Context: an optimization exercise on an open-source flow, tuned for small area, a short achievable clock period and few clock cycles per item. The choices shown serve that exercise and are no tape-out recipe.
In this exercise RTL edits were held to simulation tests only and were not proved equivalent to the original.

// asin_top
module asin_top
(
    input  logic        clock,
    input  logic        i_rst,
    input  logic        i_valid,
    output logic        o_ready,
    input  logic [31:0] i_x,
    output logic        o_valid,
    input  logic        i_ready,
    output logic [31:0] o_asin
);
==> flow/config.mk <==
export PLATFORM = sky130hd
export DESIGN_NAME = asin_top
export DESIGN_NICKNAME = asin_top
export VERILOG_FILES = /design/flow/design.v
export SDC_FILE = /design/flow/constraint.sdc
export NUM_CORES = 4
export LEC_CHECK = 0
export ABC_AREA = 1
export CAP_MARGIN = 20
export CORE_MARGIN = 2
export CORE_UTILIZATION = 55
export PLACE_DENSITY = 0.65
export SLEW_MARGIN = 20
export SYNTH_HIERARCHICAL = 1
export SYNTH_MINIMUM_KEEP_SIZE = 0
==> flow/constraint.sdc <==
create_clock -name core_clock -period 27.0 [get_ports {clock}]
set_input_delay 5.4000 -clock core_clock [delete_from_list [all_inputs] [get_ports {clock}]]
set_output_delay 5.4000 -clock core_clock [all_outputs]
set_load 0.01 [all_outputs]
standard.sh (not shown) runs the stock make flow with config.mk's settings and CLKGATE_MAP_FILE= SYNTH_SCRIPT=/design/flow/synth_recipe.tcl, a recipe that flattens the netlist after the stock synthesis.
==> flow/flow/run.sh <==
#!/bin/bash
# The standard layout (the standard.sh, which also runs the standard
# synthesis), with two changes to how it is made:
#  - the timing repair after floorplan, CTS and global routing is asked to
#    leave setup slack well beyond what the clock needs (flow/margin.txt, ns),
#    so the layout runs faster than the constraint requires;
#  - the port buffers are sky130_fd_sc_hd__buf_2 rather than the delay
#    buffer buffer_ports picks on its own.
# The clock period and every constraint stay the design's own.
# The full make output goes to standard_flow.log here; ORFS keeps each
# tool's log under orfs/logs.
set -euo pipefail
MARGIN=$(cat flow/margin.txt)
bash standard.sh SETUP_SLACK_MARGIN="$MARGIN" \
    BUFFER_PORTS_ARGS="-buffer_cell sky130_fd_sc_hd__buf_2" finish > standard_flow.log 2>&1
==> flow/flow/margin.txt <==
20.2
The first run completed with no timing, DRC or antenna violations.
Testbench counts at the start, summed over its fixed seeds: cycles 4,872, items 4,800.
Next try:
--- a/flow/design.v
+++ b/flow/design.v
@@ -2333,22 +2333,12 @@
     div5_step u_st21 (.i_r(rc[68:66]), .i_b(i_n[21]), .o_r(rc[65:63]), .o_q(o_q[21]));
     div5_step u_st22 (.i_r(rc[71:69]), .i_b(i_n[22]), .o_r(rc[68:66]), .o_q(o_q[22]));
     div5_step u_st23 (.i_r(3'd0), .i_b(i_n[23]), .o_r(rc[71:69]), .o_q(o_q[23]));
     assign o_r = rc[2:0];
 endmodule
 `timescale 1ns/1ps
-module hold_mux32
-(
-    input  logic        i_sel,
-    input  logic [31:0] i_a,
-    input  logic [31:0] i_b,
-    output logic [31:0] o_y
-);
-    assign o_y = i_sel ? i_a : i_b;
-endmodule
-`timescale 1ns/1ps
 module asin_top
 (
     input  logic        clock,
     input  logic        i_rst,
     input  logic        i_valid,
     output logic        o_ready,
@@ -2579,14 +2569,12 @@
     logic [23:0] d3_q;
     logic [1:0]  d3_r;
     logic [23:0] d5_q;
     logic [2:0]  d5_r;
     div3_24 u_d3 (.i_n({1'b1, cu3[22:0]}), .o_q(d3_q), .o_r(d3_r));
     div5_24 u_d5 (.i_n({1'b1, t5[22:0]}), .o_q(d5_q), .o_r(d5_r));
-    logic [31:0] o_asin_d;
-    hold_mux32 u_hold (.i_sel(deliver), .i_a(res), .i_b(o_asin), .o_y(o_asin_d));
     assign accept  = i_valid && o_ready;
     assign sq_top  = {1'b1, x0[22:0]} >= 24'd11863284;
     assign res     = fadd_al(x7, s7, al7);
     assign r_free  = !o_valid || i_ready;
     assign deliver = v[L-1] && r_free && (!head_mode || h[L-1]);
     assign recirc  = v[L-1] && !deliver;
@@ -2651,9 +2639,10 @@
         c6  <= c5;
         q6  <= fdiv40(t5, {d5_r, d5_q});
         al6 <= falign(c5[30:23], fdiv40_exp(t5));
         x7  <= x6;
         s7  <= fadd_al(c6, q6, al6);
         al7 <= s_top ? falign(x6[30:23], es1) : falign(x6[30:23], es0);
-        o_asin <= o_asin_d;
+        if (deliver)
+            o_asin <= res;
     end
 endmodule
What happened:
- cell count came out lower by 0.86%
- global-route usage came out lower by 0.50 points
- synthesized cell count came out lower by 1.1%
- die area came out lower by 0.30%
- first-iteration DRC count came out lower by 0.39%
Testbench counts after the change, summed over its fixed seeds: cycles 4,872, items 4,800.

Another version of the RTL of asin_top (not shown whole).
Size: roughly 70 I/O pins, roughly 72000 sq um of cells after synthesis.
Settings: LEC_CHECK=0, ABC_AREA=1, CAP_MARGIN=20, CORE_MARGIN=2, CORE_UTILIZATION=55, PLACE_DENSITY=0.65, SLEW_MARGIN=20, SYNTH_HIERARCHICAL=1, SYNTH_MINIMUM_KEEP_SIZE=0; clock period 27.0 ns.
==> flow/flow/margin.txt <==
20.6
Scripts as last shown in full above: flow/flow/run.sh
Testbench counts at the start, summed over its fixed seeds: cycles 4,872, items 4,800.
Change:
--- a/flow/design.v
+++ b/flow/design.v
@@ -2408,12 +2408,24 @@
     logic        head_mode;
     logic        accept;
     logic        r_free;
     logic        deliver;
     logic        recirc;
     logic        head_mode_d;
+    logic [7:0]  es0;
+    logic [7:0]  es1;
+    logic [23:0] s_sml;
+    logic        s_top;
+    always_comb
+    begin
+        es0 = al6[7:0];
+        es1 = al6[7:0] + 8'd1;
+        s_sml = al6[17] ? {1'b1, q6[22:0]} : {1'b1, c6[22:0]};
+        s_sml = al6[16] ? 24'd0 : s_sml >> al6[12:8];
+        s_top = add24(al6[17] ? {1'b1, c6[22:0]} : {1'b1, q6[22:0]}, s_sml, 1'b0) >> 24;
+    end
     logic [24:0] m3sum;
     logic [24:0] m5sum;
     assign m3sum   = add24(m3x, m3y, m3c);
     assign m5sum   = add24(m5x, m5y, m5c);
     logic [23:0] d3_q;
     logic [1:0]  d3_r;
@@ -2492,11 +2504,11 @@
         c6  <= c5;
         q6  <= q6_d;
         al6 <= falign_z(c5[30:0] == '0, q6_d[30:0] == '0, c5[30:23], fdiv40_exp(t5));
         za6 <= c5[30:0] == '0;
         x7  <= x6;
         s7  <= s7_d;
-        al7 <= falign_z(x6[30:0] == '0, s7_d[30:0] == '0, x6[30:23], s7_d[30:23]);
+        al7 <= falign_z(x6[30:0] == '0, s7_d[30:0] == '0, x6[30:23], s_top ? es1 : es0);
         za7 <= x6[30:0] == '0;
         o_asin <= o_asin_d;
     end
 endmodule
What happened: Non-clock buffer count is higher by 12. Global-route usage stays flat. Critical path depth stays the same. Routed wire length barely changes. Final cell count is about the same. Via count rose by 0.42%. Die area is about the same. Clock-buffer cell count fell by 2. Design area goes up by 0.36%. Worst setup slack is worse by 0.042 ns. Core utilization grows by 0.14 points. Synthesized area barely changes.
Testbench counts after the change, summed over its fixed seeds: cycles 4,872, items 4,800.

static timing again, ports no longer ideal:
Ports are ideal in the flow. The routed layouts listed here were re-timed in OpenROAD. Step 1: set_driving_cell puts a clkbuf_16 on clock and a buf_2 on each other input, an assumption about the parent block. Step 2, shift: input delay + t, output delay - t, t = (earliest + latest rising clock arrival at the registers) / 2. This alone moves slack from input paths to output paths. Three values: no drivers, after step 1, after step 2; two values: the first two.
run | shift t [ns] | setup WS [ns] | worst setup path at the end | latest minus earliest clock arrival (ns)
the first run of note 1 | 0.755 | 20.356 / 20.283 / 20.424 | input to register | 0.091 / 0.090
the second run of note 1 | 0.766 | 20.269 / 20.198 / 20.338 | input to register | 0.082 / 0.082
the first run of note 2 | 0.742 | 20.461 / 20.374 / 20.012 | input to register | 0.074 / 0.073
the second run of note 2 | 0.765 | 20.420 / 20.341 / 20.526 | input to register | 0.085 / 0.084
After both steps every run listed still meets setup and hold. The setup slack of the first run of note 2, which loses most, moves by -0.087 ns with the drivers and by -0.449 ns with both steps.
